From an optimization exercise on the open Yosys and OpenROAD flow, aimed at small area; shortcuts taken in it are not production practice. RTL that was checked went through simulation tests only; none was proved equivalent to the original. No activity file was given, so power comes from the tool's default toggle rates.

## run A
==> flow/design.v (excerpt) <==
module l2_data_array_nway
#(
    parameter int unsigned s_offset = l2_pkg::default_s_offset,
    parameter int unsigned s_index  = l2_pkg::default_s_index,
    parameter int unsigned num_ways = l2_pkg::default_num_ways,
    localparam int unsigned s_way   = l2_pkg::way_bits(num_ways),
    localparam int unsigned s_mask  = 1 << s_offset,
    localparam int unsigned s_line  = 8 * s_mask
) (
    input  logic               clk,
    input  logic               rst,
    input  logic               read,
    input  logic               write,
    input  logic [s_way-1:0]   way,
    input  logic [s_index-1:0] index,
    input  logic [s_mask-1:0]  write_en,
    input  logic [s_line-1:0]  datain,
    output logic [s_line-1:0]  dataout,
    output logic               resp,
    output logic               ready
);
==> module l2_nand4, before the edit <==
module l2_nand4 (
    input  logic a,
    input  logic b,
    input  logic c,
    input  logic d,
    output logic y
);
    assign y = ~(a & b & c & d);
endmodule
==> module l2_data_array_nway, before the edit <==
module l2_data_array_nway
#(
    parameter int unsigned s_offset = l2_pkg::default_s_offset,
    parameter int unsigned s_index  = l2_pkg::default_s_index,
    parameter int unsigned num_ways = l2_pkg::default_num_ways,
    localparam int unsigned s_way   = l2_pkg::way_bits(num_ways),
    localparam int unsigned s_mask  = 1 << s_offset,
    localparam int unsigned s_line  = 8 * s_mask
) (
    input  logic               clk,
    input  logic               rst,
    input  logic               read,
    input  logic               write,
    input  logic [s_way-1:0]   way,
    input  logic [s_index-1:0] index,
    input  logic [s_mask-1:0]  write_en,
    input  logic [s_line-1:0]  datain,
    output logic [s_line-1:0]  dataout,
    output logic               resp,
    output logic               ready
);
    localparam int unsigned num_sets  = 1 << s_index;
    localparam int unsigned num_lines = ((num_ways * num_sets + 7) / 8) * 8;
    localparam int unsigned num_pairs = num_lines / 2;
    logic                       init_done;
    logic                       rvalid;
    logic                       phase;
    logic [s_line-1:0]          bits [num_lines];
    logic [s_line-1:0]          bits_next [num_lines];
    logic [s_line-1:0]          datain_x;    
    logic [s_line-1:0]          wdata;       
    logic [num_lines-1:0]       line_keep;   
    logic [num_lines-1:0]       line_n;      
    logic [s_mask-1:0]          byte_n;      
    logic [s_mask-1:0]          byte_load [num_lines];
    logic [num_lines-1:0]       rsel_n;      
    logic [s_line-1:0]          rdata_n;     
    logic                       accept;
    assign accept = init_done && !rst;
    always_comb begin
        for (int unsigned l = 0; l < num_lines; l++) begin
            line_keep[l] = !(accept && write && l < num_ways * num_sets &&
                             32'({way, index}) == l);
            line_n[l]    = line_keep[l] && !rst;
        end
        for (int unsigned b = 0; b < s_mask; b++) begin
            byte_n[b] = !(rst || write_en[b]);
        end
    end
    for (genvar i = 0; i < s_line; i++) begin : gen_din
        l2_xnor2 u_x (.a(datain[i]), .b(phase), .y(datain_x[i]));
        l2_nand2 u_w (.a(write_en[i/8]), .b(datain_x[i]), .y(wdata[i]));
    end
    for (genvar l = 0; l < num_lines; l++) begin : gen_line
        for (genvar b = 0; b < s_mask; b++) begin : gen_byte
            l2_nor2 u_ld (.a(line_n[l]), .b(byte_n[b]), .y(byte_load[l][b]));
            for (genvar k = 0; k < 8; k++) begin : gen_bit
                l2_data_way u_bit (
                    .a0 (bits[l][8*b+k]),
                    .b0 (byte_load[l][b]),
                    .a1 (wdata[8*b+k]),
                    .b1 (line_keep[l]),
                    .y  (bits_next[l][8*b+k])
                );
            end
        end
        always_ff @(posedge clk) begin
            bits[l] <= bits_next[l];
        end
    end
    for (genvar i = 0; i < s_line; i++) begin : gen_rd
        logic [num_pairs-1:0] pair;
        for (genvar p = 0; p < num_pairs; p++) begin : gen_pair
            l2_data_way u_pair (
                .a0 (bits[2*p][i]),
                .b0 (rsel_n[2*p]),
                .a1 (bits[2*p+1][i]),
                .b1 (rsel_n[2*p+1]),
                .y  (pair[p])
            );
        end
        if (num_pairs == 8) begin : gen_or8
            logic [3:0] quad_n;
            for (genvar q = 0; q < 4; q++) begin : gen_q
                l2_nor2 u_nor (.a(pair[2*q]), .b(pair[2*q+1]), .y(quad_n[q]));
            end
            l2_nand4 u_or (.a(quad_n[0]), .b(quad_n[1]), .c(quad_n[2]), .d(quad_n[3]),
                           .y(rdata_n[i]));
        end else begin : gen_orn
            assign rdata_n[i] = |pair;
        end
        l2_xnor2 u_ph (.a(rdata_n[i]), .b(phase), .y(dataout[i]));
    end
    always_ff @(posedge clk) begin
        init_done <= !rst;
        rvalid    <= accept && read;
        phase     <= !rst && !phase;
        for (int unsigned l = 0; l < num_lines; l++) begin
            rsel_n[l] <= !(l < num_ways * num_sets && 32'({way, index}) == l);
        end
    end
    assign resp  = rvalid;
    assign ready = init_done;
endmodule
clock: 5.0 ns
lec_check: 0
cap_margin: 20
core_margin: 2
core_utilization: 40
cts_buf_list: sky130_fd_sc_hd__clkbuf_16
cts_cluster_diameter: 100
cts_cluster_size: 30
place_density: 0.6
slew_margin: 20
synth_hierarchical: 1
run.sh (not shown) runs the stock make flow with config.mk's settings and CLKGATE_MAP_FILE= SYNTH_SCRIPT=/design/flow/synth_recipe.tcl, a recipe that flattens the netlist after the stock synthesis.
The layout from run A, despite a flow that completed every stage, fails the layout checks, with the failing checks listed as setup timing.
Edits applied to the flow inputs when going from run A to run B:
-- flow/design.v --
<<< run A, line 17
    assign y = ~((a0 | b0) & (a1 | b1));
endmodule
module l2_nand4 (
    input  logic a,
    input  logic b,
    input  logic c,
    input  logic d,
    output logic y
);
    assign y = ~(a & b & c & d);
endmodule
module l2_nor2 (
>>> run B, line 17
    assign y = ~((a0 | b0) & (a1 | b1));
endmodule
module l2_or8 (
    input  logic [7:0] a,
    output logic       y
);
    assign y = ~(~(a[0] | a[1] | a[2] | a[3]) & ~(a[4] | a[5] | a[6] | a[7]));
endmodule
module l2_nor2 (
<<< run A, line 129
        end
        if (num_pairs == 8) begin : gen_or8
            logic [3:0] quad_n;
            for (genvar q = 0; q < 4; q++) begin : gen_q
                l2_nor2 u_nor (.a(pair[2*q]), .b(pair[2*q+1]), .y(quad_n[q]));
            end
            l2_nand4 u_or (.a(quad_n[0]), .b(quad_n[1]), .c(quad_n[2]), .d(quad_n[3]),
                           .y(rdata_n[i]));
        end else begin : gen_orn
            assign rdata_n[i] = |pair;
>>> run B, line 126
        end
        if (num_pairs == 8) begin : gen_or8
            l2_or8 u_or (.a(pair), .y(rdata_n[i]));
        end else begin : gen_orn
            assign rdata_n[i] = |pair;
Findings:
From the logs: run B reached the end of the flow and failed the layout checks with setup timing. Going from run A to run B, global-route met3 utilization shows an increase of 1.2 points; cell area shows no meaningful change. Comparing run B and run A, post-route core utilization is lower on run A. Status: fmax parity (run B, run A). For power, run B and run A come out practically identical. Re sequential cell count: no difference whatsoever between run A and run B.
Only the layout flow was run in run A; the RTL was not checked for function there.

[re-timing with driven ports]
The flow's constraints put no driver on any port. The routed layouts listed below were extracted and timed again, unchanged, in two steps. Step 1 (the two cells are an assumption about what drives the block):
set clk [get_ports {clk}]
set_driving_cell -lib_cell sky130_fd_sc_hd__clkbuf_16 $clk
set_driving_cell -lib_cell sky130_fd_sc_hd__buf_2 [delete_from_list [all_inputs] $clk]
Step 2 moves the port delays by t, midway between the first and last clock arrival at a register: inputs arrive t later, outputs are due t later. That takes back most of the time a late clock gives input paths. a / b / c = no drivers / after step 1 / after step 2; a / b = the first two.
run | t (ns) | setup slack, ns | worst hold slack (ns) | latest minus earliest clock arrival (ns)
run A | 0.990 | -0.058 / -0.160 / 0.541 | 0.447 / 0.447 / 0.447 | 0.065 / 0.065
run B | 1.004 | -0.045 / -0.143 / 0.559 | 0.448 / 0.448 / 0.448 | 0.079 / 0.079
